Source: an optimization exercise on an open RTL-to-GDS flow (aim: small area). Production flows keep margins and buffers that such runs may drop. The RTL was checked by simulation tests, not by an equivalence proof against the original design. Power figures rest on the tool's default switching activity, not on a simulated workload.

==> flow/design.v <==
package axi_split_pkg;
   localparam int ADDR_W     = 32;
   localparam int LEN_W      = 8;
   localparam int DATA_W     = 64;
   localparam int HALF_W     = DATA_W / 2;
   localparam int AX_DEPTH   = 4;
   localparam int DATA_DEPTH = 8;
   localparam int CREDIT_W   = 8;
   typedef logic [ADDR_W-1:0] addr_t;
   typedef logic [LEN_W-1:0]  len_t;
   typedef logic [DATA_W-1:0] wide_data_t;
   typedef logic [HALF_W-1:0] half_data_t;
   typedef struct packed {
      addr_t addr;
      len_t  len;
   } ax_req_t;
   typedef struct packed {
      half_data_t data;
      logic       last;
   } half_beat_t;
endpackage
module axi_split_ptr #(
   parameter int DEPTH = 4
) (
   input  logic                   clk,
   input  logic                   resetn,
   input  logic                   step,
   output logic [$clog2(DEPTH):0] ptr
);
   always_ff @(posedge clk) begin
      if (!resetn) begin
         ptr <= '0;
      end else if (step) begin
         ptr <= ptr + 1'b1;
      end
   end
endmodule
module axi_split_ohptr #(
   parameter int DEPTH = 4
) (
   input  logic             clk,
   input  logic             resetn,
   input  logic             step,
   output logic [DEPTH-1:0] oh,
   output logic             wrap
);
   always_ff @(posedge clk) begin
      if (!resetn) begin
         oh   <= DEPTH'(1);
         wrap <= 1'b0;
      end else if (step) begin
         oh   <= {oh[DEPTH-2:0], oh[DEPTH-1]};
         wrap <= wrap ^ oh[DEPTH-1];
      end
   end
endmodule
module axi_split_ohmux #(
   parameter int W = 8,
   parameter int N = 4
) (
   input  logic [N*W-1:0] d,
   input  logic [N-1:0]   sel,
   output logic [W-1:0]   q
);
   always_comb begin
      q = '0;
      for (int i = 0; i < N; i++) begin
         q = q | (d[i*W +: W] & {W{sel[i]}});
      end
   end
endmodule
import axi_split_pkg::*;
module axi_split_addr_fanout
(
   input  logic    clk,
   input  logic    resetn,
   input  axi_split_pkg::addr_t   s_addr,
   input  axi_split_pkg::len_t    s_len,
   input  logic    s_valid,
   output logic    s_ready,
   output axi_split_pkg::ax_req_t m0_req,
   output axi_split_pkg::ax_req_t m1_req,
   output logic    m0_valid,
   output logic    m1_valid,
   input  logic    m0_ready,
   input  logic    m1_ready
);
   localparam int PW = $clog2(AX_DEPTH);
   localparam int EW = ADDR_W - 1 + LEN_W;
   logic [AX_DEPTH-1:0][EW-1:0] mem;
   logic [PW:0]          wr;
   logic [AX_DEPTH-1:0]  rd0, rd1;
   logic                 rw0, rw1;
   logic                 same0, same1;
   logic [EW-1:0]        e0, e1;
   logic                 push;
   axi_split_ptr   #(.DEPTH(AX_DEPTH)) wr_p  (.clk(clk), .resetn(resetn), .step(push), .ptr(wr));
   axi_split_ohptr #(.DEPTH(AX_DEPTH)) rd0_p (.clk(clk), .resetn(resetn), .step(m0_valid && m0_ready), .oh(rd0), .wrap(rw0));
   axi_split_ohptr #(.DEPTH(AX_DEPTH)) rd1_p (.clk(clk), .resetn(resetn), .step(m1_valid && m1_ready), .oh(rd1), .wrap(rw1));
   assign same0    = rd0[wr[PW-1:0]];
   assign same1    = rd1[wr[PW-1:0]];
   assign m0_valid = !(same0 && (wr[PW] == rw0));
   assign m1_valid = !(same1 && (wr[PW] == rw1));
   assign s_ready  = resetn && !(same0 && (wr[PW] != rw0)) && !(same1 && (wr[PW] != rw1));
   assign push     = s_valid && s_ready;
   always_ff @(posedge clk) begin
      if (push) begin
         for (int i = 0; i < AX_DEPTH; i++) begin
            if (wr[PW-1:0] == i) mem[i] <= {s_addr[ADDR_W-1:1], s_len};
         end
      end
   end
   axi_split_ohmux #(.W(EW), .N(AX_DEPTH)) rm0 (.d(mem), .sel(rd0), .q(e0));
   axi_split_ohmux #(.W(EW), .N(AX_DEPTH)) rm1 (.d(mem), .sel(rd1), .q(e1));
   assign m0_req = {1'b0, e0};
   assign m1_req = {e1[EW-1], ~e1[EW-1], e1[EW-2:0]};
endmodule
import axi_split_pkg::*;
module axi_split_wdata_fanout
(
   input  logic       clk,
   input  logic       resetn,
   input  axi_split_pkg::wide_data_t s_data,
   input  logic       s_last,
   input  logic       s_valid,
   output logic       s_ready,
   output axi_split_pkg::half_beat_t m0_beat,
   output axi_split_pkg::half_beat_t m1_beat,
   output logic       m0_valid,
   output logic       m1_valid,
   input  logic       m0_ready,
   input  logic       m1_ready
);
   localparam int PW = $clog2(DATA_DEPTH);
   logic [DATA_DEPTH-1:0][HALF_W-1:0] lo, hi;
   logic [DATA_DEPTH-1:0]             last;
   logic [DATA_DEPTH-1:0][HALF_W:0]   q0, q1;
   logic [PW:0]                       wr;
   logic [DATA_DEPTH-1:0]             rd0, rd1;
   logic                              rw0, rw1;
   logic                              same0, same1;
   logic                              push;
   axi_split_ptr   #(.DEPTH(DATA_DEPTH)) wr_p  (.clk(clk), .resetn(resetn), .step(push), .ptr(wr));
   axi_split_ohptr #(.DEPTH(DATA_DEPTH)) rd0_p (.clk(clk), .resetn(resetn), .step(m0_valid && m0_ready), .oh(rd0), .wrap(rw0));
   axi_split_ohptr #(.DEPTH(DATA_DEPTH)) rd1_p (.clk(clk), .resetn(resetn), .step(m1_valid && m1_ready), .oh(rd1), .wrap(rw1));
   assign same0    = rd0[wr[PW-1:0]];
   assign same1    = rd1[wr[PW-1:0]];
   assign m0_valid = !(same0 && (wr[PW] == rw0));
   assign m1_valid = !(same1 && (wr[PW] == rw1));
   assign s_ready  = resetn && !(same0 && (wr[PW] != rw0)) && !(same1 && (wr[PW] != rw1));
   assign push     = s_valid && s_ready;
   always_ff @(posedge clk) begin
      if (push) begin
         for (int i = 0; i < DATA_DEPTH; i++) begin
            if (wr[PW-1:0] == i) begin
               lo[i]   <= s_data[HALF_W-1:0];
               hi[i]   <= s_data[DATA_W-1:HALF_W];
               last[i] <= s_last;
            end
         end
      end
   end
   always_comb begin
      for (int i = 0; i < DATA_DEPTH; i++) begin
         q0[i] = {lo[i], last[i]};
         q1[i] = {hi[i], last[i]};
      end
   end
   axi_split_ohmux #(.W(HALF_W + 1), .N(DATA_DEPTH)) rm0 (.d(q0), .sel(rd0), .q(m0_beat));
   axi_split_ohmux #(.W(HALF_W + 1), .N(DATA_DEPTH)) rm1 (.d(q1), .sel(rd1), .q(m1_beat));
endmodule
import axi_split_pkg::*;
module axi_split_bresp_merge
(
   input  logic clk,
   input  logic resetn,
   input  logic m0_b_valid,
   input  logic m1_b_valid,
   input  logic s_b_ready,
   output logic m0_b_ready,
   output logic m1_b_ready,
   output logic s_b_valid
);
   logic [CREDIT_W-1:0] credit [2];
   logic [1:0]          add;
   logic                sub;
   assign m0_b_ready = s_b_ready;
   assign m1_b_ready = s_b_ready;
   assign add[0] = m0_b_valid && m0_b_ready;
   assign add[1] = m1_b_valid && m1_b_ready;
   assign s_b_valid = (credit[0] != '0) && (credit[1] != '0);
   assign sub       = s_b_valid && s_b_ready;
   always_ff @(posedge clk) begin
      if (!resetn) begin
         credit[0] <= '0;
         credit[1] <= '0;
      end else begin
         for (int i = 0; i < 2; i++) begin
            if (add[i] && !sub) begin
               credit[i] <= credit[i] + 1'b1;
            end else if (!add[i] && sub) begin
               credit[i] <= credit[i] - 1'b1;
            end
         end
      end
   end
endmodule
import axi_split_pkg::*;
module axi_split_rdata_join
(
   input  logic       clk,
   input  logic       resetn,
   input  axi_split_pkg::half_beat_t m0_beat,
   input  axi_split_pkg::half_beat_t m1_beat,
   input  logic       m0_valid,
   input  logic       m1_valid,
   output logic       m0_ready,
   output logic       m1_ready,
   output axi_split_pkg::wide_data_t s_data,
   output logic       s_last,
   output logic       s_valid,
   input  logic       s_ready
);
   localparam int PW = $clog2(DATA_DEPTH);
   logic [DATA_DEPTH-1:0][HALF_W:0]   mem0;
   logic [DATA_DEPTH-1:0][HALF_W-1:0] mem1;
   logic [PW:0]                       wr0, wr1;
   logic [DATA_DEPTH-1:0]             rd;
   logic                              rw;
   logic                              same0, same1;
   logic                              push0, push1, pop;
   logic [HALF_W:0]                   h0;
   logic [HALF_W-1:0]                 h1;
   axi_split_ptr   #(.DEPTH(DATA_DEPTH)) wr0_p (.clk(clk), .resetn(resetn), .step(push0), .ptr(wr0));
   axi_split_ptr   #(.DEPTH(DATA_DEPTH)) wr1_p (.clk(clk), .resetn(resetn), .step(push1), .ptr(wr1));
   axi_split_ohptr #(.DEPTH(DATA_DEPTH)) rd_p  (.clk(clk), .resetn(resetn), .step(pop), .oh(rd), .wrap(rw));
   assign same0    = rd[wr0[PW-1:0]];
   assign same1    = rd[wr1[PW-1:0]];
   assign m0_ready = resetn && !(same0 && (wr0[PW] != rw));
   assign m1_ready = resetn && !(same1 && (wr1[PW] != rw));
   assign push0    = m0_valid && m0_ready;
   assign push1    = m1_valid && m1_ready;
   always_ff @(posedge clk) begin
      if (push0) begin
         for (int i = 0; i < DATA_DEPTH; i++) begin
            if (wr0[PW-1:0] == i) mem0[i] <= m0_beat;
         end
      end
      if (push1) begin
         for (int i = 0; i < DATA_DEPTH; i++) begin
            if (wr1[PW-1:0] == i) mem1[i] <= m1_beat.data;
         end
      end
   end
   assign s_valid = !(same0 && (wr0[PW] == rw)) && !(same1 && (wr1[PW] == rw));
   assign pop     = s_valid && s_ready;
   axi_split_ohmux #(.W(HALF_W + 1), .N(DATA_DEPTH)) rm0 (.d(mem0), .sel(rd), .q(h0));
   axi_split_ohmux #(.W(HALF_W),     .N(DATA_DEPTH)) rm1 (.d(mem1), .sel(rd), .q(h1));
   assign s_data = {h1, h0[HALF_W:1]};
   assign s_last = h0[0];
endmodule
import axi_split_pkg::*;
module axi_split_top
(
   input  logic       clk,
   input  logic       resetn,
   input  axi_split_pkg::addr_t      s_aw_addr,
   input  axi_split_pkg::len_t       s_aw_len,
   input  logic       s_aw_valid,
   output logic       s_aw_ready,
   input  axi_split_pkg::wide_data_t s_w_data,
   input  logic       s_w_last,
   input  logic       s_w_valid,
   output logic       s_w_ready,
   output logic       s_b_valid,
   input  logic       s_b_ready,
   input  axi_split_pkg::addr_t      s_ar_addr,
   input  axi_split_pkg::len_t       s_ar_len,
   input  logic       s_ar_valid,
   output logic       s_ar_ready,
   output axi_split_pkg::wide_data_t s_r_data,
   output logic       s_r_last,
   output logic       s_r_valid,
   input  logic       s_r_ready,
   output axi_split_pkg::addr_t      m0_aw_addr,
   output axi_split_pkg::len_t       m0_aw_len,
   output logic       m0_aw_valid,
   input  logic       m0_aw_ready,
   output axi_split_pkg::half_data_t m0_w_data,
   output logic       m0_w_last,
   output logic       m0_w_valid,
   input  logic       m0_w_ready,
   input  logic       m0_b_valid,
   output logic       m0_b_ready,
   output axi_split_pkg::addr_t      m0_ar_addr,
   output axi_split_pkg::len_t       m0_ar_len,
   output logic       m0_ar_valid,
   input  logic       m0_ar_ready,
   input  axi_split_pkg::half_data_t m0_r_data,
   input  logic       m0_r_last,
   input  logic       m0_r_valid,
   output logic       m0_r_ready,
   output axi_split_pkg::addr_t      m1_aw_addr,
   output axi_split_pkg::len_t       m1_aw_len,
   output logic       m1_aw_valid,
   input  logic       m1_aw_ready,
   output axi_split_pkg::half_data_t m1_w_data,
   output logic       m1_w_last,
   output logic       m1_w_valid,
   input  logic       m1_w_ready,
   input  logic       m1_b_valid,
   output logic       m1_b_ready,
   output axi_split_pkg::addr_t      m1_ar_addr,
   output axi_split_pkg::len_t       m1_ar_len,
   output logic       m1_ar_valid,
   input  logic       m1_ar_ready,
   input  axi_split_pkg::half_data_t m1_r_data,
   input  logic       m1_r_last,
   input  logic       m1_r_valid,
   output logic       m1_r_ready
);
   axi_split_addr_fanout aw_fanout (
      .clk     (clk),          .resetn  (resetn),
      .s_addr  (s_aw_addr),    .s_len   (s_aw_len),
      .s_valid (s_aw_valid),   .s_ready (s_aw_ready),
      .m0_req  ({m0_aw_addr, m0_aw_len}),
      .m1_req  ({m1_aw_addr, m1_aw_len}),
      .m0_valid(m0_aw_valid),  .m1_valid(m1_aw_valid),
      .m0_ready(m0_aw_ready),  .m1_ready(m1_aw_ready)
   );
   axi_split_addr_fanout ar_fanout (
      .clk     (clk),          .resetn  (resetn),
      .s_addr  (s_ar_addr),    .s_len   (s_ar_len),
      .s_valid (s_ar_valid),   .s_ready (s_ar_ready),
      .m0_req  ({m0_ar_addr, m0_ar_len}),
      .m1_req  ({m1_ar_addr, m1_ar_len}),
      .m0_valid(m0_ar_valid),  .m1_valid(m1_ar_valid),
      .m0_ready(m0_ar_ready),  .m1_ready(m1_ar_ready)
   );
   axi_split_wdata_fanout w_fanout (
      .clk     (clk),          .resetn  (resetn),
      .s_data  (s_w_data),     .s_last  (s_w_last),
      .s_valid (s_w_valid),    .s_ready (s_w_ready),
      .m0_beat ({m0_w_data, m0_w_last}),
      .m1_beat ({m1_w_data, m1_w_last}),
      .m0_valid(m0_w_valid),   .m1_valid(m1_w_valid),
      .m0_ready(m0_w_ready),   .m1_ready(m1_w_ready)
   );
   axi_split_bresp_merge b_merge (
      .clk       (clk),        .resetn    (resetn),
      .m0_b_valid(m0_b_valid), .m1_b_valid(m1_b_valid),
      .s_b_ready (s_b_ready),
      .m0_b_ready(m0_b_ready), .m1_b_ready(m1_b_ready),
      .s_b_valid (s_b_valid)
   );
   axi_split_rdata_join r_join (
      .clk     (clk),          .resetn  (resetn),
      .m0_beat ({m0_r_data, m0_r_last}),
      .m1_beat ({m1_r_data, m1_r_last}),
      .m0_valid(m0_r_valid),   .m1_valid(m1_r_valid),
      .m0_ready(m0_r_ready),   .m1_ready(m1_r_ready),
      .s_data  (s_r_data),     .s_last  (s_r_last),
      .s_valid (s_r_valid),    .s_ready (s_r_ready)
   );
endmodule
==> flow/flow/run.sh <==
#!/bin/bash
# Standard layout, with the port buffers made from the smallest buffer cell
set -euo pipefail
export BUFFER_PORTS_ARGS="-buffer_cell sky130_fd_sc_hd__buf_1"
bash standard.sh finish > standard_flow.log 2>&1
==> flow/standard.sh <==
#!/bin/bash
# synth_recipe.tcl (not shown) runs the flow's synth.tcl, then flattens the netlist and writes it again
# the make line also repeats each setting of config.mk as NAME=value (left out here)
make -C /OpenROAD-flow-scripts/flow DESIGN_CONFIG=/design/flow/config.mk WORK_HOME=/design/flow/orfs CLKGATE_MAP_FILE= SYNTH_SCRIPT=/design/flow/synth_recipe.tcl "${@:-finish}"
==> flow/config.mk <==
export PLATFORM = sky130hd
export DESIGN_NAME = axi_split_top
export DESIGN_NICKNAME = axi_split_top
export VERILOG_FILES = /design/flow/design.v
export SDC_FILE = /design/flow/constraint.sdc
export NUM_CORES = 4
export LEC_CHECK = 0
export CAP_MARGIN = 20
export CORE_MARGIN = 2
export CORE_UTILIZATION = 65
export CTS_BUF_LIST = sky130_fd_sc_hd__clkbuf_4 sky130_fd_sc_hd__clkbuf_8
export CTS_CLUSTER_DIAMETER = 60
export CTS_CLUSTER_SIZE = 12
export PLACE_DENSITY = 0.75
export SLEW_MARGIN = 20
==> flow/constraint.sdc <==
create_clock -name core_clock -period 5.0 [get_ports {clk}]
set_input_delay 1.0000 -clock core_clock [delete_from_list [all_inputs] [get_ports {clk}]]
set_output_delay 1.0000 -clock core_clock [all_outputs]
set_load 0.01 [all_outputs]
==> impl_metrics.tcl, run 1 <==
set metrics [dict create \
    rows 105 \
    post-route-worst-setup-slack_ns 0.9757 \
    design_power_total_mw 22.90 \
    worst-endpoint-arrival_ns 3.02 \
    first_drt_iteration_drcs 3418 \
    core_area_sq_um 81980 \
    post_synth_design_cell_area_sq_um 53790 \
    pre_cts_ws_ns 1.135 \
    setup_viol 0 \
    grt_first_pass_wirelength_um 194700 \
    max-vdd-ir-drop_mv 0.3349 \
    synthToLayoutAreaGrowth_pct 10.27 \
    async_reset_ff_share_pct 0 \
    portion_of_the_clock_cycle_consumed_by_the_worst_path_in_the_final_layout_pct 80.49 \
    status "no timing/DRC/antenna violations" \
    max_clock_freq_mhz 248.5 \
    grt_start_max_net_pins 68 \
    min_path_cells 1 \
    max_h_tree_level 4 \
    multiInputGateArea_sq_um 10610 \
    synth.top_cells.by_area "edfxtp_1, a22oi_1, dfxtp_1" \
    total_leakage_power_nw 18.62 \
    gr-total-overflow 0 \
    tritoncts_clock_tree "yes" \
    timing.critical_path.from_type "flip-flop" \
    synth_area_per_cell_sq_um 16.79 \
    worst_path_max_delay_cell "dfxtp_2" \
    postRouteWirelength_um 131400 \
    grt_setup_unrepaired "false" \
    count_of_flip_flops_with_a_built_in_enable_after_synthesis 1352 \
    holdBufCountCts 0 \
    final_nets 3971 \
    crit_path_end_kind "output pin" \
    insertion_delay_ns 0.81 \
    max_slew.worst_pin.slew_ns 1.120 \
    route.detailed.wl_per_inst_um 27.04 \
    seq_cell_area_sq_um 42230 \
    timing.critical_path.fanout_max 35 \
    category_of_the_critical_setup_timing_path "reg -> out" \
    yosys_reg_bits 1433 \
    layout-drive-gt1-share_pct 8.482 \
    layout_skew_ns 0.04968 \
    place.port_buffers 528 \
    worst_path_largest_cell_delay_ns 1.00 \
    cp_top_family "flip-flops" \
    num_cts_buffers 138 \
    cap_viol_max_count 0 \
    slew_headroom_pct 25.36 \
    num_clock_sinks 1433 \
    mostFrequentLayoutCells "edfxtp_1, a22oi_1, buf_1" \
    cts-root-to-sink-buffers 3 \
    dr_total_vias 32530 \
    synthFlopType "edfxtp_1" \
    post-synth-top-area-cell "edfxtp_1" \
    finalWeightedCongestion 0.7875 \
    timing.critical_path.buf_inv 2 \
    synth_sequential_area_ratio_pct 78.49 \
    die_w_um 291.7 \
    r2r_cells 7 \
    period_minus_slack_ns 4.024 \
    synth.yosys.warnings 12 \
    number_of_max_slew_violations_in_the_final_report 0 \
    start_util_pct 65.62 \
    postCtsSetupBuffers 0 \
    syn-instance-count 3204 \
    worst_hold_path_type "in -> reg" \
    layout.filler_cells 4966 \
    ctsResizeCount 0 \
    dr.pass1.iters 6 \
    dp.final_hpwl_um 72870 \
    crit_cells 4 \
    path_clk_slew_ns 0.08 \
    finalHoldViolCount 0 \
    post-synth-top-area-fraction_pct 75.47 \
    die-area_sq_um 85080 \
    clockRootBuffer "clkbuf_8" \
    floorplan.die.height_um 291.7 \
    grt_pass1_vias 32540 \
    worst_ep_required_time_ns 4.00 \
    finalSetupTns_ns 0 \
    viasPerCell 6.695 \
    yosys.cell_types.count 50 \
    utilization_pct 72.36 \
    timing.critical_path.cells "buf_4, a22oi_1, nand4_1, buf_1" \
    layout.cells.most_common "edfxtp_1" \
    power.density_cell_area_nw_per_um2 386.1 \
    drc 0 \
    drt.antenna.violating_nets 0 \
    r2r_setup_slack_ns 1.59 \
    grt_antenna_before_repair 28 \
    grtUsageTotal_pct 30.29 \
    ios 534 \
]
[worst paths after layout]
path | startpoint | end
hold / removal | s_aw_addr[23] | aw_fanout.mem[108]$_DFFE_PP_
hold reg to reg | b_merge.credit[0][7]$_SDFFE_PN0P_ | b_merge.credit[0][7]$_SDFFE_PN0P_
setup / recovery | r_join.rd_p.oh[7]$_SDFFE_PN0P_ | s_r_last
setup reg to reg | w_fanout.wr_p.ptr[0]$_SDFFE_PN0P_ | w_fanout.hi[60]$_DFFE_PP_
[power breakdown]
part / switching [mW] / internal [mW] / total (mW) / leakage, nW
combinational: 1.70 / 0.826 / 2.53 / 4.42
sequential: 0.152 / 13.4 / 13.6 / 12.9
clock: 3.72 / 3.08 / 6.80 / 1.30
[routing by layer]
metal | routed length (um) | global-route usage, % | part of all wire [%] | up-vias
met2 | 64970 | 49.46 | 49 | 1796
met3 | 13450 | 7.140 | 10 | 324
li1 | - | - | - | 14030
met4 | 5304 | 13.77 | 4.0 | 22
met5 | 141 | 0 | 0.11 | -
met1 | 47540 | 39.10 | 36 | 16360
[registers in the layout, indices dropped and copies added, names as in the netlist, 4 cells and up]
name	cells
r_join.wr0_p.ptr	4
ar_fanout.rd0_p.oh	4
w_fanout.lo	256
ar_fanout.mem	156
r_join.mem1	256
w_fanout.rd1_p.oh	8
aw_fanout.mem	156
b_merge.credit	16
w_fanout.hi	256
w_fanout.last	8
aw_fanout.rd1_p.oh	4
w_fanout.wr_p.ptr	4
r_join.rd_p.oh	8
r_join.mem0	264
ar_fanout.rd1_p.oh	4
w_fanout.rd0_p.oh	8
r_join.wr1_p.ptr	4
aw_fanout.rd0_p.oh	4
[synth_stat cells, types with 10 or more instances]
master    instances
edfxtp_1       1352
ha_1             40
and3_1           29
nand4_1         134
inv_1            28
nor3_1           10
nand3_1          20
and2_1           16
a22oi_1         836
mux2i_1          40
clkbuf_1        209
xnor2_1          23
nor2_1           55
nand2_1         196
a21oi_1          13
buf_1            20
o21ai_1          11
dfxtp_1          81
[metrics by stage]
step	hold WS, ns	std cells	cell area (sq um)
2_1_floorplan	0.4409	3205	53800
3_5_place_dp	0.4701	4631	56770
6_report	0.4408	4859	59320
4_1_cts	0.3854	4831	59240
5_1_grt	0.4174	4844	59280
3_3_place_gp	0.4596	4631	56770
[cell type report]
cell class	count	share of cell area, %
diodes	28	0.1181
clock buffers	184	3.816
clock inverters	16	0.3607
inverters	29	0.1835
multi-input cells	1505	17.89
flip-flops and latches	1433	71.19
well taps	1070	2.257
repair buffers	594	4.179
[cells by family (layout without fill, tap and decap cells)]
family | count (synthesis) | in the layout | synth area share (%)
AO/OA/AOI/OAI | 893 | 893 | 12.40
buffers and inverters | 267 | 823 | 1.912
XOR/XNOR | 32 | 32 | 0.5210
flip-flops | 1433 | 1433 | 78.49
multiplexers | 54 | 54 | 1.289
adder cells (fa/ha/maj) | 42 | 42 | 1.005
AND/OR/NAND/NOR | 482 | 482 | 4.384
other | 1 | 30 | 0.006971
==> inputs of run 2 (changes only) <==
--- a/flow/config.mk
+++ b/flow/config.mk
@@ -9,7 +9,7 @@
 export CORE_MARGIN = 2
 export CORE_UTILIZATION = 65
 export CTS_BUF_LIST = sky130_fd_sc_hd__clkbuf_4 sky130_fd_sc_hd__clkbuf_8
-export CTS_CLUSTER_DIAMETER = 60
-export CTS_CLUSTER_SIZE = 12
+export CTS_CLUSTER_DIAMETER = 45
+export CTS_CLUSTER_SIZE = 16
 export PLACE_DENSITY = 0.75
 export SLEW_MARGIN = 20
==> run 2 against run 1 <==
  * Clock skew is essentially flat
  * First-iteration DRC count rose by 1.3%
  * Wire length increased by 0.13%
  * Synthesized area unchanged
  * Still clean
  * Global-route usage up 0.065 points
  * Sequential power about the same
  * Synthesized cell count stayed put
  * Register-to-register slack improved by 0.03 ns
  * Final cell count rose by 0.91%
==> impl_metrics.tcl, run 2 <==
set metrics [dict create \
    status "no timing/DRC/antenna violations" \
    rows 105 \
    async_reset_ff_share_pct 0 \
    top_register "r_join.mem0" \
    min-delay-start "s_aw_addr[23]" \
    synth.top_cells.by_area "edfxtp_1, a22oi_1, dfxtp_1" \
    num_clock_sinks 1433 \
    floorplan.die.height_um 291.7 \
    post-synth-top-area-cell "edfxtp_1" \
    max-vdd-ir-drop_mv 0.2994 \
    grt_antenna_before_repair 31 \
    min_path_cells 1 \
    largest_register_ffs 264 \
    timing.critical_path.fanout_max 38 \
    r2r_setup_slack_ns 1.62 \
    finalHoldViolCount 0 \
    max_h_tree_level 4 \
    syn-instance-count 3204 \
    finalSetupTns_ns 0 \
    yosys_reg_bits 1433 \
    holdBufCountCts 0 \
    total_leakage_power_nw 18.83 \
    max_clock_freq_mhz 247.5 \
    cts-root-to-sink-buffers 3 \
    grt_setup_unrepaired "false" \
    synth_area_per_cell_sq_um 16.79 \
    worst_path_max_delay_cell "dfxtp_2" \
    drt.antenna.violating_nets 0 \
    final_nets 3970 \
    reg2reg_to "w_fanout.hi[59]$_DFFE_PP_" \
    drc 0 \
    mostFrequentLayoutCells "edfxtp_1, a22oi_1, buf_1" \
    global_route.peak_usage_layer "met2" \
    number_of_max_slew_violations_in_the_final_report 0 \
    yosys.cell_types.count 50 \
    synth.yosys.warnings 12 \
    synthToLayoutAreaGrowth_pct 11.29 \
    finalWeightedCongestion 0.7875 \
    num_cts_buffers 136 \
    worst_path_largest_cell_delay_ns 0.97 \
    postRouteWirelength_um 131600 \
    gr-usage-met1_pct 38.86 \
    place.port_buffers 528 \
    placement.cell_area_sq_um 56770 \
    grt_pass1_vias 32540 \
    portion_of_the_clock_cycle_consumed_by_the_worst_path_in_the_final_layout_pct 80.80 \
    post-route-worst-setup-slack_ns 0.9598 \
    route.detailed.wl_per_inst_um 26.84 \
    grt_first_pass_wirelength_um 195000 \
    layout.cells.most_common "edfxtp_1" \
    tritoncts_clock_tree "yes" \
    timing.critical_path.from_type "flip-flop" \
    grt_use_met3_pct 7.269 \
    worst-endpoint-arrival_ns 3.04 \
    worstReg2RegStart "w_fanout.wr_p.ptr[0]$_SDFFE_PN0P_" \
    pre_cts_ws_ns 1.135 \
    viasPerCell 6.656 \
    start_point_of_the_critical_path "r_join.rd_p.oh[4]$_SDFFE_PN0P_" \
    layout-drive-gt1-share_pct 9.280 \
    post_synth_design_cell_area_sq_um 53790 \
    die_w_um 291.7 \
    max_slew.worst_pin.slew_ns 1.100 \
    cell_area_after_layout_sq_um 59870 \
    grtUsageTotal_pct 30.35 \
    power.density_cell_area_nw_per_um2 396.4 \
    period_minus_slack_ns 4.040 \
    clockRootBuffer "clkbuf_8" \
    crit_path_end_kind "output pin" \
    dr_total_vias 32630 \
    ranking_of_synthesized_cells_by_instance_count "edfxtp_1, a22oi_1, clkbuf_1" \
    start_util_pct 65.62 \
    postCtsSetupBuffers 0 \
    path_clk_slew_ns 0.09 \
    utilization_pct 73.03 \
    insertion_delay_ns 0.83 \
    slew_headroom_pct 26.69 \
    layout_skew_ns 0.04971 \
    synthFlopType "edfxtp_1" \
    worst_hold_path_type "in -> reg" \
    grt_start_max_net_pins 68 \
    timing.critical_path.cells "buf_4, a22oi_1, nand4_1, buf_1" \
    ctsResizeCount 0 \
    post-synth-top-area-fraction_pct 75.47 \
    category_of_the_critical_setup_timing_path "reg -> out" \
    timing.hold.worst_endpoint "aw_fanout.mem[147]$_DFFE_PP_" \
    global_route.usage.met2_pct 49.80 \
    worst_ep_required_time_ns 4.00 \
    die-area_sq_um 85080 \
    dp.final_hpwl_um 72870 \
    dr.pass1.iters 6 \
    design_power_total_mw 23.73 \
    gr-total-overflow 0 \
    first_drt_iteration_drcs 3463 \
    setup_viol 0 \
    cap_viol_max_count 0 \
    ios 534 \
    r2r_cells 7 \
    yosysMostFrequentCell "edfxtp_1" \
    synth_sequential_area_ratio_pct 78.49 \
    core_area_sq_um 81980 \
    count_of_flip_flops_with_a_built_in_enable_after_synthesis 1352 \
]
run 2: cell counts after synthesis:
Identical to the previous run, type by type.
run 2: cell families after synthesis:
kind of cell	after synthesis	synth area share, %
flops	1433	78.49
compound gates	893	12.40
simple gates	482	4.384
buf+inv	267	1.912
mux	54	1.289
fa+ha+maj	42	1.005
xor+xnor	32	0.5210
other cells	1	0.006971
run 2: report_power, final:
part	leakage, nW	switching [mW]	internal, mW
sequential	12.9	0.154	13.4
combinational	4.44	1.70	0.826
clock	1.51	4.09	3.55
total	18.8	5.95	17.8
run 2: worst max-delay path, delay by kind of cell (launching register included):
kind | cells | cell delay [ns]
buffers and inverters | 2 | 0.93
AOI/OAI and AO/OA | 1 | 0.18
and+or+nand+nor | 1 | 0.15
DFF | 1 | 0.97
run 2: worst max path at each step:
stage                                                    end  slack (ns)  cells past startpoint
after floorplan                     w_fanout.hi[0]$_DFFE_PP_       -1.79                      8
final                                           s_r_data[27]        0.96                      4
after CTS                                           s_r_last        0.95                      4
after global placement    ar_fanout.wr_p.ptr[2]$_SDFFE_PN0P_        1.18                      6
after global routing                                s_r_last        0.89                      4
after detailed placement           r_join.mem0[77]$_DFFE_PP_        1.14                      5
run 2: final cells by class:
class | count | area, sq um
Antenna cell | 29 | 72.57
Clock buffer | 155 | 2039
Clock inverter | 87 | 962.2
Fill cell | 4910 | 22110
Inverter | 29 | 108.9
Multi-Input combinational cell | 1505 | 10610
Sequential cell | 1433 | 42230
Tap cell | 1070 | 1339
Timing Repair Buffer | 595 | 2506
run 2: per-stage QoR:
step                      instances  hold WS, ns
after floorplan                3205       0.4409
after global placement         4631       0.4596
after detailed placement       4631       0.4701
after CTS                      4873       0.3532
after global routing           4889       0.3969
final                          4903       0.4160
run 2: layer usage:
metal	up-vias	wire length [um]
li1	14080	-
met4	22	5244
met2	1869	65760
met1	16330	47150
met5	-	140
met3	330	13280
==> inputs of run 3 (changes only) <==
--- a/flow/config.mk
+++ b/flow/config.mk
@@ -8,8 +8,8 @@
 export CAP_MARGIN = 20
 export CORE_MARGIN = 2
 export CORE_UTILIZATION = 65
-export CTS_BUF_LIST = sky130_fd_sc_hd__clkbuf_4 sky130_fd_sc_hd__clkbuf_8
-export CTS_CLUSTER_DIAMETER = 45
-export CTS_CLUSTER_SIZE = 16
+export CTS_BUF_LIST = sky130_fd_sc_hd__clkbuf_4
+export CTS_CLUSTER_DIAMETER = 50
+export CTS_CLUSTER_SIZE = 10
 export PLACE_DENSITY = 0.75
 export SLEW_MARGIN = 20
==> run 3 against run 2 <==
  * Power decreased by 7.6%
  * Die area unchanged
  * Wire length increased by 0.15%
  * Sequential share of layout area increased by 1.4 points
  * Clock power decreased by 24%
  * Design area decreased by 1.9%
  * Sequential cell count unchanged
  * Clock-buffer cell count increased by 66
  * Combinational power about the same
  * First-iteration DRC count decreased by 1.6%
  * Critical path type unchanged
  * Critical endpoint is now s_r_last
  * Largest power group unchanged
==> impl_metrics.tcl, run 3 <==
set metrics [dict create \
    status "no timing/DRC/antenna violations" \
    gr-total-overflow 0 \
    syn-instance-count 3204 \
    synth.yosys.warnings 12 \
    design_power_total_mw 21.92 \
    cts-root-to-sink-buffers 3 \
    post-route-worst-setup-slack_ns 0.7249 \
    worst_path_largest_cell_delay_ns 1.01 \
    final_nets 3997 \
    start_util_pct 65.62 \
    synth.top_cells.by_area "edfxtp_1, a22oi_1, dfxtp_1" \
    finalSetupTns_ns 0 \
    postRouteWirelength_um 131800 \
    insertion_delay_ns 1.11 \
    dp_cells 4631 \
    power.density_cell_area_nw_per_um2 373.3 \
    ranking_of_synthesized_cells_by_instance_count "edfxtp_1, a22oi_1, clkbuf_1" \
    count_of_flip_flops_with_a_built_in_enable_after_synthesis 1352 \
    finalWeightedCongestion 0.7875 \
    grt_antenna_before_repair 30 \
    hold_ws_ns 0.1452 \
    number_of_max_slew_violations_in_the_final_report 0 \
    die-area_sq_um 85080 \
    num_cts_buffers 164 \
    postCtsSetupBuffers 0 \
    viasPerCell 6.688 \
    die_w_um 291.7 \
    synth_sequential_area_ratio_pct 78.49 \
    clockRootBuffer "clkbuf_4" \
    timing.critical_path.from_type "flip-flop" \
    grt_pass1_vias 32730 \
    grtUsageTotal_pct 30.43 \
    worst_ep_required_time_ns 4.00 \
    portion_of_the_clock_cycle_consumed_by_the_worst_path_in_the_final_layout_pct 85.50 \
    yosys.cell_types.count 50 \
    period_minus_slack_ns 4.275 \
    finalHoldViolCount 0 \
    worst-endpoint-arrival_ns 3.28 \
    grt_setup_unrepaired "false" \
    async_reset_ff_share_pct 0 \
    holdBufCountCts 0 \
    timing.critical_path.fanout_max 35 \
    post-synth-top-area-fraction_pct 75.47 \
    grt_start_max_net_pins 68 \
    route.detailed.wl_per_inst_um 26.87 \
    mostFrequentLayoutCells "edfxtp_1, a22oi_1, buf_1" \
    cap_viol_max_count 0 \
    total_leakage_power_nw 18.44 \
    crit_path_end_kind "output pin" \
    max_h_tree_level 4 \
    dr_total_vias 32800 \
    slew_headroom_pct 25.63 \
    pre_cts_ws_ns 1.135 \
    synthToLayoutAreaGrowth_pct 9.162 \
    fin_cells 4904 \
    largest_register_ffs 264 \
    max_clock_freq_mhz 233.9 \
    layout-drive-gt1-share_pct 9.435 \
    max-vdd-ir-drop_mv 0.2683 \
    first_drt_iteration_drcs 3408 \
    drc 0 \
    layout_skew_ns 0.1193 \
    yosysMostFrequentCell "edfxtp_1" \
    grt_first_pass_wirelength_um 195700 \
    synth_area_per_cell_sq_um 16.79 \
    num_clock_sinks 1433 \
    layout.cells.most_common "edfxtp_1" \
    setup_viol 0 \
    post_synth_design_cell_area_sq_um 53790 \
    place.port_buffers 528 \
    yosys_reg_bits 1433 \
    tritoncts_clock_tree "yes" \
    worst_hold_path_type "in -> reg" \
    rows 105 \
    synthFlopType "edfxtp_1" \
    drt.antenna.violating_nets 0 \
    timing.critical_path.cells "buf_4, a22oi_1, nand4_1, buf_1" \
    worst_path_max_delay_cell "dfxtp_2" \
    core_area_sq_um 81980 \
    ctsResizeCount 0 \
    ios 534 \
    dp.final_hpwl_um 72870 \
    dr.pass1.iters 8 \
    floorplan.die.height_um 291.7 \
    top_register "r_join.mem0" \
    post-synth-top-area-cell "edfxtp_1" \
    layout.filler_cells 5134 \
    max_slew.worst_pin.slew_ns 1.115 \
    category_of_the_critical_setup_timing_path "reg -> out" \
    path_clk_slew_ns 0.11 \
]
==> run 3: cell counts after synthesis <==
Identical to the previous run, type by type.
==> run 3: worst paths after layout <==
kind                                                   startpoint                                end  slack [ns]  cells past startpoint
worst max register to register  w_fanout.wr_p.ptr[0]$_SDFFE_PN0P_          w_fanout.hi[47]$_DFFE_PP_        1.59                      7
worst max-delay path               r_join.rd_p.oh[7]$_SDFFE_PN0P_                           s_r_last        0.72                      4
worst min-delay path                                 s_ar_addr[8]        ar_fanout.mem[54]$_DFFE_PP_        0.15                      1
worst min register to register  b_merge.credit[1][7]$_SDFFE_PN0P_  b_merge.credit[1][7]$_SDFFE_PN0P_        0.49                      2
==> run 3: per-stage QoR <==
| stage | utilization (%) | area (sq um) |
|---|---|---|
| floorplan | - | 53800 |
| global placement | 69.24 | 56770 |
| detailed placement | 69.24 | 56770 |
| CTS | 71.54 | 58650 |
| global route | 71.59 | 58690 |
| finish | 71.63 | 58720 |
==> run 3: cell type report <==
cell class	count	area, sq um	area share (%)
flip-flops and latches	1433	42230	71.92
repair buffers	594	2479	4.221
clock inverters	23	221.5	0.3771
well taps	1070	1339	2.280
multi-input cells	1505	10610	18.07
diodes	29	72.57	0.1236
inverters	29	108.9	0.1854
clock buffers	221	1659	2.825
==> run 3: power breakdown <==
group | internal (mW) | total (mW) | switching, mW
registers | 13.4 | 13.6 | 0.152
logic | 0.826 | 2.53 | 1.71
clock network | 2.20 | 5.82 | 3.63
==> run 3: cell families after synthesis <==
kind of cell / count (synthesis) / synth area share, %
other cells: 1 / 0.006971
flops: 1433 / 78.49
fa+ha+maj: 42 / 1.005
xor+xnor: 32 / 0.5210
simple gates: 482 / 4.384
buf+inv: 267 / 1.912
compound gates: 893 / 12.40
mux: 54 / 1.289
==> run 3: metal layers <==
metal  wire length [um]  global-route usage, %
met5                143                      0
met4               5476                  14.32
met3              13390                  7.475
met2              65280                  49.38
met1              47480                  39.16
==> run 3: critical path: cells and delay by family, from the launching register on <==
| family | cells | cell delay, ns |
|---|---|---|
| DFF | 1 | 1.01 |
| AOI/OAI and AO/OA | 1 | 0.16 |
| and+or+nand+nor | 1 | 0.18 |
| buffers and inverters | 2 | 0.88 |
==> inputs of run 4 (changes only) <==
--- a/flow/config.mk
+++ b/flow/config.mk
@@ -5,11 +5,12 @@
 export SDC_FILE = /design/flow/constraint.sdc
 export NUM_CORES = 4
 export LEC_CHECK = 0
-export CAP_MARGIN = 20
+export CAP_MARGIN = 5
 export CORE_MARGIN = 2
 export CORE_UTILIZATION = 65
 export CTS_BUF_LIST = sky130_fd_sc_hd__clkbuf_4
 export CTS_CLUSTER_DIAMETER = 50
 export CTS_CLUSTER_SIZE = 10
+export GPL_TIMING_DRIVEN = 0
 export PLACE_DENSITY = 0.75
-export SLEW_MARGIN = 20
+export SLEW_MARGIN = 5
==> run 4 against run 3 <==
  * Largest power group unchanged
  * Design area increased by 2.6%
  * Fmax shrank 10%
  * Clock-buffer cell count down 4
  * Synthesized area did not move
  * Setup slack worse by 0.48 ns
  * Combinational power up 7%
  * Non-clock buffer count up 249
  * Highest routed layer unchanged
  * Final cell count rose by 5.0%
  * Clock power rose by 4.1%
  * Clock skew is 0.036 ns lower
  * Sequential power is essentially flat
==> impl_metrics.tcl, run 4 <==
set metrics [dict create \
    power.density_cell_area_nw_per_um2 370.0 \
    finalWeightedCongestion 0.8161 \
    path_clk_slew_ns 0.12 \
    status "no timing/DRC/antenna violations" \
    die_w_um 291.7 \
    max-vdd-ir-drop_mv 0.2829 \
    r2r_setup_slack_ns 1.16 \
    worst_ep_required_time_ns 4.00 \
    intPower_mw 16.65 \
    period_minus_slack_ns 4.755 \
    post_synth_and_or_nand_nor_area_fraction_pct 4.384 \
    timing.hold.worst_endpoint "aw_fanout.mem[12]$_DFFE_PP_" \
    worstReg2RegStart "w_fanout.rd1_p.oh[4]$_SDFFE_PN0P_" \
    count_of_flip_flops_with_a_built_in_enable_after_synthesis 1352 \
    drc 0 \
    post-synth-top-area-fraction_pct 75.47 \
    grt_start_max_net_pins 49 \
    place.port_buffers 527 \
    first_drt_iteration_drcs 4468 \
    mostFrequentLayoutCells "edfxtp_1, a22oi_1, buf_1" \
    die-area_sq_um 85080 \
    post_synth_design_cell_area_sq_um 53790 \
    synth.yosys.warnings 12 \
    num_cts_buffers 164 \
    layout-drive-gt1-share_pct 9.259 \
    route.detailed.wl_per_inst_um 28.17 \
    clockRootBuffer "clkbuf_4" \
    max_clock_freq_mhz 210.3 \
    largest_register_ffs 264 \
    r2r_cells 12 \
    tritoncts_clock_tree "yes" \
    synth.top_cells.by_area "edfxtp_1, a22oi_1, dfxtp_1" \
    num_clock_sinks 1433 \
    synth.mux.area_fraction_pct 1.289 \
    viasPerCell 6.743 \
    start_point_of_the_critical_path "r_join.rd_p.oh[0]$_SDFFE_PN1P_" \
    dr_total_vias 34720 \
    yosysMostFrequentCell "edfxtp_1" \
    cts-root-to-sink-buffers 3 \
    layout.cells.most_common "edfxtp_1" \
    synth_area_in_adders_pct 1.005 \
    max_h_tree_level 4 \
    sw_frac_of_total_pct 25.33 \
    number_of_max_slew_violations_in_the_final_report 0 \
    grt_first_pass_wirelength_um 212100 \
    clock_power_share_pct 27.2 \
    holdBufCountCts 0 \
    setup_viol 0 \
    dr.pass1.iters 8 \
    grt_setup_unrepaired "false" \
    core_area_sq_um 81980 \
    synth_sequential_area_ratio_pct 78.49 \
    reg2reg_to "w_fanout.hi[73]$_DFFE_PP_" \
    rows 105 \
    crit_path_end_kind "output pin" \
    min-delay-start "s_aw_addr[5]" \
    layout_skew_ns 0.08285 \
    floorplan.die.height_um 291.7 \
    yosys_reg_bits 1433 \
    cap_viol_max_count 0 \
    grt_pass1_vias 34600 \
    timing.critical_path.fanout_max 10 \
    gr-total-overflow 0 \
    post-synth-top-area-cell "edfxtp_1" \
    total_leakage_power_nw 18.95 \
    portion_of_the_clock_cycle_consumed_by_the_worst_path_in_the_final_layout_pct 95.09 \
    fin_cells 5149 \
    finalHoldViolCount 0 \
    syn-instance-count 3204 \
    slew_headroom_pct 28.17 \
    synthToLayoutAreaGrowth_pct 12.04 \
    ctsResizeCount 0 \
    synth_top_family_by_area "compound AO/OA/AOI/OAI gates" \
    min_path_cells 1 \
    worst_hold_path_type "in -> reg" \
    share_of_power_burned_in_combinational_logic_pct 12.1 \
    start_util_pct 65.62 \
    utilization_pct 73.52 \
    synthFlopType "edfxtp_1" \
    category_of_the_critical_setup_timing_path "reg -> out" \
    postCtsSetupBuffers 0 \
    top_register "r_join.mem0" \
    yosys.cell_types.count 50 \
    power.sequential.fraction_pct 60.7 \
    max_slew.worst_pin.slew_ns 1.077 \
    postRouteWirelength_um 145100 \
    synth_xor_xnor_area_share_pct 0.5210 \
    worst-endpoint-arrival_ns 3.75 \
    dp.final_hpwl_um 95130 \
    dp_cells 4880 \
    timing.critical_path.from_type "flip-flop" \
    ranking_of_synthesized_cells_by_instance_count "edfxtp_1, a22oi_1, clkbuf_1" \
    final_nets 4246 \
    ios 534 \
    drt.antenna.violating_nets 0 \
    grt_antenna_before_repair 36 \
    p_sw_mw 5.648 \
    synth_area_per_cell_sq_um 16.79 \
    synth_compound_gate_area_share_pct 12.40 \
    insertion_delay_ns 1.08 \
    async_reset_ff_share_pct 0 \
    grtUsageTotal_pct 33.58 \
]
==> run 4: layer usage <==
metal	wire [um]	global-route usage (%)
met3	16560	8.045
met2	70970	54.46
met1	50470	42.96
met5	195	0
met4	6876	16.75
==> run 4: per-stage QoR <==
stage / hold slack (ns) / setup TNS (ns) / area [sq um] / power [mW] / setup WS [ns]
after floorplan: 0.4409 / -697.71 / 53800 / 15.32 / -1.789
after global placement: 0.4661 / -2562.42 / 57110 / 16.33 / -6.581
after detailed placement: 0.4754 / 0 / 58250 / 16.47 / 0.9731
after CTS: 0.07667 / 0 / 60200 / 22.29 / 0.2639
after global routing: 0.1264 / 0 / 60250 / 23.03 / 0.1402
final: 0.1821 / 0 / 60270 / 22.30 / 0.2453
==> run 4: cell type report <==
class                      count  area [sq um]
tap                         1070          1339
antenna                       29         72.57
timing repair buffer         605          3047
clock inverter                23         315.3
fill                        5107         21710
clock buffer                 217          1629
sequential                  1433         42220
buffer                       238         919.6
multi-input combinational   1505         10620
inverter                      29         108.9
==> run 4: critical path: stages (launching register included) <==
cell and delay [ns]:
dfxtp_1 0.32, clkbuf_1 0.31, clkbuf_1 0.52, clkbuf_1 0.83, a22oi_1 0.25, nand4_1 0.17
buf_1 0.31
==> run 4: kinds of logic (layout without fill, tap and decap cells) <==
logic type | Yosys count | in the layout
flops | 1433 | 1433
simple gates | 482 | 482
compound gates | 893 | 893
fa+ha+maj | 42 | 42
mux | 54 | 54
buf+inv | 267 | 1112
xor+xnor | 32 | 32
other cells | 1 | 31
==> run 4: power by group through the flow <==
stage / logic [mW] / registers, mW / clock network (mW)
finish: 2.71 / 13.5 / 6.06
global route: 2.91 / 13.6 / 6.56
CTS: 2.68 / 13.5 / 6.08
detailed placement: 2.67 / 13.8 / 0
global placement: 2.52 / 13.8 / 0
floorplan: 1.53 / 13.8 / 0
==> run 4: how the worst max path moves through the flow <==
stage	endpoint	slack [ns]	depth (start not counted)
global route	s_r_data[11]	0.14	6
global placement	w_fanout.hi[174]$_DFFE_PP_	-6.58	8
finish	s_r_data[15]	0.25	6
CTS	s_r_data[19]	0.26	6
detailed placement	s_aw_ready	0.97	5
floorplan	w_fanout.hi[0]$_DFFE_PP_	-1.79	8
==> inputs of run 5 (changes only) <==
==> flow/config.mk (replaced) <==
export PLATFORM = sky130hd
export DESIGN_NAME = axi_split_top
export DESIGN_NICKNAME = axi_split_top
export VERILOG_FILES = /design/flow/design.v
export SDC_FILE = /design/flow/constraint.sdc
export NUM_CORES = 4
export LEC_CHECK = 0
export CAP_MARGIN = 20
export CORE_MARGIN = 2
export CORE_UTILIZATION = 75
export CTS_BUF_LIST = sky130_fd_sc_hd__clkbuf_4
export CTS_CLUSTER_DIAMETER = 40
export CTS_CLUSTER_SIZE = 10
export PLACE_DENSITY = 0.82
export SLEW_MARGIN = 20
==> run 5 against run 4 <==
  * Clock-buffer cell count is the same
  * Critical path type unchanged
  * Critical path depth shrank 1
  * Register-to-register slack better by 0.54 ns
  * Setup slack better by 0.68 ns
  * Global-route usage grew 1.5 points
  * Critical endpoint is now s_w_ready
  * Worst hold slack better by 0.0018 ns
  * Clock power decreased by 3%
  * Sequential cell count unchanged
  * Synthesized area is the same
  * Fmax up 17%
==> impl_metrics.tcl, run 5 <==
set metrics [dict create \
    r2r_setup_slack_ns 1.70 \
    wl_met2_um 64930 \
    grt_first_pass_wirelength_um 194100 \
    category_of_the_critical_setup_timing_path "reg -> out" \
    layout_skew_ns 0.09271 \
    synth.top_cells.by_area "edfxtp_1, a22oi_1, dfxtp_1" \
    post_route_m1_wl_um 44440 \
    dp.final_hpwl_um 72110 \
    die-area_sq_um 73880 \
    post_synth_design_cell_area_sq_um 53790 \
    tritoncts_clock_tree "yes" \
    synth_area_per_cell_sq_um 16.79 \
    worst_hold_path_type "in -> reg" \
    path_clk_slew_ns 0.10 \
    count_of_flip_flops_with_a_built_in_enable_after_synthesis 1352 \
    yosys.cell_types.count 50 \
    worst-endpoint-arrival_ns 3.07 \
    yosys_reg_bits 1433 \
    min-delay-start "s_aw_addr[3]" \
    final_nets 4001 \
    postCtsSetupBuffers 0 \
    status "no timing/DRC/antenna violations" \
    grt_antenna_before_repair 39 \
    r2r_cells 6 \
    worst_ep_required_time_ns 4.00 \
    synth.yosys.warnings 12 \
    rows 98 \
    number_of_max_slew_violations_in_the_final_report 0 \
    post-synth-top-area-fraction_pct 75.47 \
    mostFrequentLayoutCells "edfxtp_1, a22oi_1, buf_1" \
    dr_total_vias 33360 \
    max_h_tree_level 4 \
    timing.hold.worst_endpoint "aw_fanout.mem[88]$_DFFE_PP_" \
    grt_pass1_vias 33680 \
    finalHoldViolCount 0 \
    place.port_buffers 528 \
    highest-signal-layer "met5" \
    syn-instance-count 3204 \
    async_reset_ff_share_pct 0 \
    synthToLayoutAreaGrowth_pct 9.062 \
    crit_path_end_kind "output pin" \
    placement.cell_area_sq_um 56630 \
    clockRootBuffer "clkbuf_4" \
    power.density_cell_area_nw_per_um2 374.9 \
    slew_headroom_pct 25.62 \
    drt.antenna.violating_nets 0 \
    route.detailed.wl_per_inst_um 27.30 \
    grt_setup_unrepaired "false" \
    start_util_pct 75.51 \
    insertion_delay_ns 1.08 \
    setup_viol 0 \
    finalWeightedCongestion 0.8023 \
    holdBufCountCts 0 \
    synth_sequential_area_ratio_pct 78.49 \
    post-synth-top-area-cell "edfxtp_1" \
    cell_area_after_layout_sq_um 58670 \
    timing.critical_path.from_type "flip-flop" \
    yosysMostFrequentCell "edfxtp_1" \
    first_drt_iteration_drcs 4024 \
    reg2reg_to "r_join.mem0[84]$_DFFE_PP_" \
    largest_register_ffs 264 \
    layout-drive-gt1-share_pct 9.549 \
    num_cts_buffers 169 \
    wl_met3_um 14570 \
    period_minus_slack_ns 4.075 \
    num_clock_sinks 1433 \
    start_point_of_the_critical_path "w_fanout.wr_p.ptr[0]$_SDFFE_PN0P_" \
    gr-total-overflow 0 \
    design_power_total_mw 22.00 \
    max_slew.worst_pin.slew_ns 1.116 \
    ios 534 \
    cts-root-to-sink-buffers 3 \
    max-vdd-ir-drop_mv 0.3147 \
    ctsResizeCount 0 \
    postRouteWirelength_um 130800 \
    die_w_um 271.8 \
    layout.cells.most_common "edfxtp_1" \
    ranking_of_synthesized_cells_by_instance_count "edfxtp_1, a22oi_1, clkbuf_1" \
    drc 0 \
    min_path_cells 1 \
    viasPerCell 6.965 \
    dr.pass1.iters 7 \
    total_leakage_power_nw 18.48 \
    portion_of_the_clock_cycle_consumed_by_the_worst_path_in_the_final_layout_pct 81.50 \
    grtUsageTotal_pct 35.09 \
    grt_start_max_net_pins 68 \
    timing.critical_path.fanout_max 10 \
    max_clock_freq_mhz 245.4 \
    synthFlopType "edfxtp_1" \
    floorplan.die.height_um 271.8 \
    worstReg2RegStart "r_join.rd_p.oh[1]$_SDFFE_PN0P_" \
    top_register "r_join.mem0" \
    core_area_sq_um 71240 \
    cap_viol_max_count 0 \
]
==> run 5: cell counts after synthesis <==
No cell type changed its count.
==> run 5: final cells by class <==
cell class / count / area [sq um]
flip-flops and latches: 1433 / 42230
fillers: 3576 / 12570
multi-input cells: 1505 / 10620
repair buffers: 593 / 2496
clock buffers: 217 / 1629
well taps: 950 / 1189
clock inverters: 35 / 329.1
inverters: 29 / 108.9
diodes: 28 / 70.07
==> run 5: power breakdown <==
group | leakage (nW) | total [mW] | switching [mW] | internal (mW)
Combinational | 4.42 | 2.56 | 1.73 | 0.829
Sequential | 12.9 | 13.5 | 0.139 | 13.4
Clock | 1.17 | 5.88 | 3.60 | 2.29
Total | 18.5 | 22.0 | 5.47 | 16.5
==> run 5: worst max-delay path by stage <==
stage / endpoint / slack [ns] / depth (start not counted)
CTS: m0_r_ready / 0.85 / 5
detailed placement: b_merge.credit[1][7]$_SDFFE_PN0P_ / 1.60 / 11
finish: s_w_ready / 0.93 / 5
floorplan: w_fanout.hi[0]$_DFFE_PP_ / -1.79 / 8
global placement: w_fanout.last[7]$_DFFE_PP_ / 1.66 / 5
global route: s_w_ready / 0.74 / 5
==> run 5: worst max-delay path, cell delays in order, from the launching register on <==
cell      delay, ns
dfxtp_1        0.62
mux4_2         0.55
mux2_2         0.28
nand2b_1       0.07
and3_1         0.25
buf_1          0.30
==> run 5: through the flow <==
step | setup WS [ns] | TNS (ns) | util, % | hold WS (ns) | cells
after CTS | 0.8525 | 0 | 82.24 | 0.08289 | 4762
after detailed placement | 1.596 | 0 | 79.50 | 0.4718 | 4510
after global routing | 0.7439 | 0 | 82.34 | 0.1224 | 4785
after global placement | 1.659 | 0 | 79.50 | 0.4638 | 4510
after floorplan | -1.789 | -697.71 | - | 0.4409 | 3205
final | 0.9250 | 0 | 82.35 | 0.1839 | 4790
==> run 5: cells by family after synthesis <==
| group | after synthesis | synth area share, % |
|---|---|---|
| flops | 1433 | 78.49 |
| buf+inv | 267 | 1.912 |
| compound gates | 893 | 12.40 |
| mux | 54 | 1.289 |
| other cells | 1 | 0.006971 |
| simple gates | 482 | 4.384 |
| fa+ha+maj | 42 | 1.005 |
| xor+xnor | 32 | 0.5210 |
==> run 5: per-layer routing <==
layer	vias up	track usage, %
met5	-	0
met4	32	18.51
met3	429	9.327
met2	2241	56.54
met1	16480	44.52
li1	14180	-
==> inputs of run 6 (changes only) <==
--- a/flow/config.mk
+++ b/flow/config.mk
@@ -7,9 +7,9 @@
 export LEC_CHECK = 0
 export CAP_MARGIN = 20
 export CORE_MARGIN = 2
-export CORE_UTILIZATION = 75
+export CORE_UTILIZATION = 70
 export CTS_BUF_LIST = sky130_fd_sc_hd__clkbuf_4
 export CTS_CLUSTER_DIAMETER = 40
-export CTS_CLUSTER_SIZE = 10
-export PLACE_DENSITY = 0.82
+export CTS_CLUSTER_SIZE = 8
+export PLACE_DENSITY = 0.78
 export SLEW_MARGIN = 20
==> run 6 against run 5 <==
  * Still clean on timing, DRC and antenna
  * Die area up 7.0%
  * Critical path depth shrank 1
  * Clock power up 15%
  * Clock skew shrank 0.00054 ns
  * Via count fell by 0.72%
  * Setup slack worse by 0.070 ns
  * Sequential power hardly changed
  * Core utilization decreased by 4.3 points
  * Critical path type unchanged
  * Critical endpoint is now s_r_data[17]
  * Largest power group unchanged
==> impl_metrics.tcl, run 6 <==
set metrics [dict create \
    status "no timing/DRC/antenna violations" \
    die-area_sq_um 79080 \
    yosysMostFrequentCell "edfxtp_1" \
    setup_viol 0 \
    clock_power_share_pct 29.6 \
    postCtsSetupBuffers 0 \
    mostFrequentLayoutCells "edfxtp_1, a22oi_1, buf_1" \
    utilization_pct 78.06 \
    slew_headroom_pct 25.62 \
    gr-usage-met1_pct 40.76 \
    drc 0 \
    viasPerCell 6.742 \
    die_w_um 281.2 \
    placement.cell_area_sq_um 56730 \
    design_power_total_mw 22.83 \
    route.detailed.wl_per_inst_um 26.42 \
    ios 534 \
    synth_area_per_cell_sq_um 16.79 \
    async_reset_ff_share_pct 0 \
    worst_ep_required_time_ns 4.00 \
    cp_top_family "buffers and inverters" \
    dr.pass1.iters 6 \
    count_of_flip_flops_with_a_built_in_enable_after_synthesis 1352 \
    power.density_cell_area_nw_per_um2 385.1 \
    number_of_max_slew_violations_in_the_final_report 0 \
    timing.critical_path.fanout_max 48 \
    timing.critical_path.from_type "flip-flop" \
    floorplan.die.height_um 281.2 \
    dp.final_hpwl_um 69900 \
    postRouteWirelength_um 129800 \
    crit_path_end_kind "output pin" \
    finalHoldViolCount 0 \
    top_register "r_join.mem0" \
    max_clock_freq_mhz 241.3 \
    largest_register_ffs 264 \
    period_minus_slack_ns 4.144 \
    p_sw_mw 5.589 \
    total_leakage_power_nw 18.78 \
    layout.cells.most_common "edfxtp_1" \
    first_drt_iteration_drcs 3382 \
    timing.critical_path.buf_inv 2 \
    grt_pass1_vias 32860 \
    synthFlopType "edfxtp_1" \
    finalWeightedCongestion 0.8090 \
    drt.antenna.violating_nets 0 \
    synth_sequential_area_ratio_pct 78.49 \
    max_h_tree_level 4 \
    post_synth_design_cell_area_sq_um 53790 \
    max_slew.worst_pin.slew_ns 1.116 \
    grtUsageTotal_pct 32.16 \
    grt_antenna_before_repair 27 \
    layout-drive-gt1-share_pct 10.82 \
    ranking_of_synthesized_cells_by_instance_count "edfxtp_1, a22oi_1, clkbuf_1" \
    post-synth-top-area-fraction_pct 75.47 \
    share_of_power_burned_in_combinational_logic_pct 11.1 \
    yosys.cell_types.count 50 \
    worst_path_max_delay_cell "dfxtp_2" \
    global_route.usage.met2_pct 52.80 \
    start_util_pct 70.83 \
    synth.yosys.warnings 12 \
    dp_cells 4588 \
    clockRootBuffer "clkbuf_4" \
    fin_cells 4913 \
    grt_use_met3_pct 8.496 \
    grt_first_pass_wirelength_um 189400 \
    max-vdd-ir-drop_mv 0.2739 \
    syn-instance-count 3204 \
    timing.critical_path.cells "buf_4, a22oi_1, nand4_1, buf_1" \
    worst_path_largest_cell_delay_ns 0.72 \
    core_area_sq_um 75950 \
    num_clock_sinks 1433 \
    insertion_delay_ns 1.07 \
    power.sequential.fraction_pct 59.4 \
    worst-endpoint-arrival_ns 3.14 \
    num_cts_buffers 203 \
    ctsResizeCount 0 \
    worst_hold_path_type "in -> reg" \
    dr_total_vias 33130 \
    final_nets 4034 \
    tritoncts_clock_tree "yes" \
    grt_start_max_net_pins 68 \
    cell_area_after_layout_sq_um 59280 \
    synthToLayoutAreaGrowth_pct 10.20 \
    cts-root-to-sink-buffers 3 \
    holdBufCountCts 0 \
    yosys_reg_bits 1433 \
    cap_viol_max_count 0 \
    layout_skew_ns 0.09217 \
    synth.top_cells.by_area "edfxtp_1, a22oi_1, dfxtp_1" \
    portion_of_the_clock_cycle_consumed_by_the_worst_path_in_the_final_layout_pct 82.89 \
    rows 101 \
    category_of_the_critical_setup_timing_path "reg -> out" \
    gr-total-overflow 0 \
    grt_setup_unrepaired "false" \
    global_route.peak_usage_layer "met2" \
    intPower_mw 17.24 \
    post-synth-top-area-cell "edfxtp_1" \
    sw_frac_of_total_pct 24.48 \
    path_clk_slew_ns 0.09 \
    place.port_buffers 528 \
]
==> run 6: cell type report <==
type	count	area [sq um]
Timing Repair Buffer	592	2514
Clock buffer	277	2079
Fill cell	4209	16670
Multi-Input combinational cell	1505	10620
Antenna cell	18	45.04
Inverter	29	108.9
Tap cell	1030	1289
Clock inverter	29	400.4
Sequential cell	1433	42230
==> run 6: routing by layer <==
layer / vias up / part of all wire (%) / wire length, um
li1: 14260 / - / -
met3: 362 / 11 / 14620
met5: - / 0.16 / 214
met4: 32 / 3.9 / 5091
met1: 16380 / 35 / 45600
met2: 2094 / 50 / 64290
==> run 6: cell families (layout without fill, tap and decap cells) <==
kind of cell | count (synthesis) | in the layout | synth area share [%]
AOI/OAI and AO/OA | 893 | 893 | 12.40
xor gates and xnor gates | 32 | 32 | 0.5210
adders and majority gates | 42 | 42 | 1.005
muxes | 54 | 54 | 1.289
other | 1 | 20 | 0.006971
buffers and inverters | 267 | 927 | 1.912
DFF | 1433 | 1433 | 78.49
and+or+nand+nor | 482 | 482 | 4.384
==> run 6: worst paths after layout <==
check | from | end | slack (ns) | cells after the start
hold reg to reg | b_merge.credit[0][7]$_SDFFE_PN0P_ | b_merge.credit[0][7]$_SDFFE_PN0P_ | 0.47 | 2
hold / removal | s_ar_addr[3] | ar_fanout.mem[10]$_DFFE_PP_ | 0.18 | 1
setup / recovery | r_join.rd_p.oh[0]$_SDFFE_PN1P_ | s_r_data[17] | 0.86 | 4
setup reg to reg | b_merge.credit[0][3]$_SDFFE_PN0P_ | b_merge.credit[0][6]$_SDFFE_PN0P_ | 1.71 | 13
==> run 6: through the flow <==
stage               hold slack, ns  setup WS (ns)  setup TNS (ns)
finish                      0.1839         0.8555               0
global route                0.1102         0.7494               0
CTS                        0.07428         0.7778               0
detailed placement          0.4638          1.564               0
global placement            0.4579          1.629               0
floorplan                   0.4409         -1.789         -697.71
==> run 6: power by group through the flow <==
stage / sequential, mW / clock [mW] / combinational [mW]
6_report: 13.5 / 6.75 / 2.53
5_1_grt: 13.6 / 7.30 / 2.73
4_1_cts: 13.5 / 6.83 / 2.51
3_5_place_dp: 13.8 / 0 / 2.50
3_3_place_gp: 13.8 / 0 / 2.42
2_1_floorplan: 13.8 / 0 / 1.53
==> inputs of run 7 (changes only) <==
--- a/flow/config.mk
+++ b/flow/config.mk
@@ -8,8 +8,8 @@
 export CAP_MARGIN = 20
 export CORE_MARGIN = 2
 export CORE_UTILIZATION = 70
-export CTS_BUF_LIST = sky130_fd_sc_hd__clkbuf_4
+export CTS_BUF_LIST = sky130_fd_sc_hd__clkbuf_2 sky130_fd_sc_hd__clkbuf_4
 export CTS_CLUSTER_DIAMETER = 40
-export CTS_CLUSTER_SIZE = 8
+export CTS_CLUSTER_SIZE = 10
 export PLACE_DENSITY = 0.78
 export SLEW_MARGIN = 20
==> run 7 against run 6 <==
  * Still clean
  * Sequential share of layout area is 0.55 points higher
  * Sequential power hardly changed
  * Wire length is 0.72% lower
  * Core utilization is 0.60 points lower
  * Fmax is 0.60% higher
  * Global-route usage is 0.18 points lower
==> impl_metrics.tcl, run 7 <==
set metrics [dict create \
    async_reset_ff_share_pct 0 \
    finalWeightedCongestion 0.8090 \
    first_drt_iteration_drcs 3600 \
    synth_area_per_cell_sq_um 16.79 \
    mostFrequentLayoutCells "edfxtp_1, a22oi_1, buf_1" \
    total_leakage_power_nw 18.50 \
    slew_headroom_pct 24.98 \
    final_nets 4003 \
    ctsResizeCount 0 \
    pre_cts_ws_ns 1.564 \
    min_path_cells 1 \
    power.density_cell_area_nw_per_um2 375.2 \
    crit_path_end_kind "output pin" \
    postCtsSetupBuffers 0 \
    timing.critical_path.from_type "flip-flop" \
    dr.pass1.iters 8 \
    post-route-worst-setup-slack_ns 0.8803 \
    rows 101 \
    hold_ws_ns 0.2166 \
    grt_pass1_vias 32520 \
    grt_setup_unrepaired "false" \
    count_of_flip_flops_with_a_built_in_enable_after_synthesis 1352 \
    layout_skew_ns 0.06560 \
    die-area_sq_um 79080 \
    num_cts_buffers 173 \
    r2r_cells 13 \
    layout.cells.most_common "edfxtp_1" \
    syn-instance-count 3204 \
    max_h_tree_level 4 \
    synth.top_cells.by_area "edfxtp_1, a22oi_1, dfxtp_1" \
    grtUsageTotal_pct 31.97 \
    worst_ep_required_time_ns 4.00 \
    die_w_um 281.2 \
    cap_viol_max_count 0 \
    clockRootBuffer "clkbuf_4" \
    viasPerCell 6.753 \
    ranking_of_synthesized_cells_by_instance_count "edfxtp_1, a22oi_1, clkbuf_1" \
    post-synth-top-area-cell "edfxtp_1" \
    portion_of_the_clock_cycle_consumed_by_the_worst_path_in_the_final_layout_pct 82.39 \
    floorplan.die.height_um 281.2 \
    grt_first_pass_wirelength_um 188200 \
    layout.filler_cells 4237 \
    finalHoldViolCount 0 \
    postRouteWirelength_um 128900 \
    yosys_reg_bits 1433 \
    synthToLayoutAreaGrowth_pct 9.359 \
    tritoncts_clock_tree "yes" \
    max_clock_freq_mhz 242.7 \
    cts-root-to-sink-buffers 3 \
    drc 0 \
    ios 534 \
    synthFlopType "edfxtp_1" \
    yosysMostFrequentCell "edfxtp_1" \
    worst-endpoint-arrival_ns 3.12 \
    synth.yosys.warnings 12 \
    num_clock_sinks 1433 \
    insertion_delay_ns 1.05 \
    yosys.cell_types.count 50 \
    grt_start_max_net_pins 68 \
    path_clk_slew_ns 0.11 \
    grt_antenna_before_repair 25 \
    category_of_the_critical_setup_timing_path "reg -> out" \
    layout-drive-gt1-share_pct 9.796 \
    holdBufCountCts 0 \
    status "no timing/DRC/antenna violations" \
    top_register "r_join.mem0" \
    max_slew.worst_pin.slew_ns 1.125 \
    setup_viol 0 \
    dp.final_hpwl_um 69900 \
    start_util_pct 70.83 \
    place.port_buffers 528 \
    post-synth-top-area-fraction_pct 75.47 \
    dr_total_vias 32910 \
    gr-total-overflow 0 \
    max-vdd-ir-drop_mv 0.3128 \
    post_synth_design_cell_area_sq_um 53790 \
    largest_register_ffs 264 \
    core_area_sq_um 75950 \
    period_minus_slack_ns 4.120 \
    drt.antenna.violating_nets 0 \
    number_of_max_slew_violations_in_the_final_report 0 \
    synth_sequential_area_ratio_pct 78.49 \
    worst_hold_path_type "in -> reg" \
    route.detailed.wl_per_inst_um 26.44 \
    timing.critical_path.fanout_max 48 \
]
[run 7: cell counts after synthesis]
No cell type changed its count.
[run 7: area by class of cell]
| cell class | instances | area, sq um | share of cell area, % |
|---|---|---|---|
| antenna | 16 | 40.04 | 0.06806 |
| sequential | 1433 | 42230 | 71.79 |
| clock buffer | 229 | 1719 | 2.922 |
| inverter | 29 | 108.9 | 0.1850 |
| timing repair buffer | 591 | 2494 | 4.239 |
| multi-input combinational | 1505 | 10620 | 18.05 |
| clock inverter | 41 | 327.8 | 0.5572 |
| tap | 1030 | 1289 | 2.191 |
[run 7: worst paths after layout]
| check | slack (ns) | startpoint | endpoint |
|---|---|---|---|
| worst min register to register | 0.48 | b_merge.credit[0][7]$_SDFFE_PN0P_ | b_merge.credit[0][7]$_SDFFE_PN0P_ |
| worst max register to register | 1.70 | b_merge.credit[0][3]$_SDFFE_PN0P_ | b_merge.credit[0][6]$_SDFFE_PN0P_ |
| worst min-delay path | 0.22 | s_ar_addr[3] | ar_fanout.mem[10]$_DFFE_PP_ |
| worst max-delay path | 0.88 | r_join.rd_p.oh[0]$_SDFFE_PN1P_ | s_r_data[17] |
[run 7: cell families after synthesis]
logic type,share of synthesized area [%]
DFF,78.49
AOI/OAI and AO/OA,12.40
and+or+nand+nor,4.384
buffers and inverters,1.912
muxes,1.289
adders and majority gates,1.005
xor gates and xnor gates,0.5210
other,0.006971
[run 7: critical path, stage by stage, from the launching register on]
cell	delay (ns)
dfxtp_2	0.73
buf_4	0.70
a22oi_1	0.21
nand4_1	0.15
buf_1	0.29
[run 7: where the power goes]
group | internal (mW) | switching [mW]
logic | 0.828 | 1.70
clock network | 2.34 | 3.65
registers | 13.4 | 0.141
[run 7: per-layer routing]
metal	wire length, um	global-route usage [%]
met5	195	0
met2	63680	52.11
met4	5280	14.55
met1	45170	41.03
met3	14560	8.139
[run 7: per-stage QoR]
stage          util [%]  TNS (ns)  cells  power (mW)  cell area (sq um)
2_1_floorplan         -   -697.71   3205       15.32              53800
3_3_place_gp      74.70         0   4588       16.22              56730
3_5_place_dp      74.70         0   4588       16.32              56730
4_1_cts           77.39         0   4858       22.13              58780
5_1_grt           77.44         0   4867       22.82              58810
6_report          77.46         0   4874       22.07              58830

-- port drivers added, routing unchanged --
How much do the figures lean on ideal ports? The routed layouts below were timed once more, with nothing changed but the port constraints. Step 1, drivers: a clkbuf_16 drives clk and a buf_2 each remaining input, both assumed. Step 2 also shifts input and output timing later by t, the mid clock arrival at the registers, as if the neighbouring blocks saw the same clock. Three values: ideal, step 1, step 2; two values: the first two.
run | t, ns | setup slack, ns
run 1 | 0.855 | 0.976 / 0.909 / 1.070
run 2 | 0.867 | 0.960 / 0.895 / 1.082
run 3 | 1.112 | 0.725 / 0.658 / 1.038
run 4 | 1.110 | 0.245 / 0.175 / 0.942
run 5 | 1.096 | 0.925 / 0.859 / 1.530
run 6 | 1.094 | 0.856 / 0.790 / 1.467
run 7 | 1.080 | 0.880 / 0.813 / 1.500
After both steps every run listed still meets setup and hold.
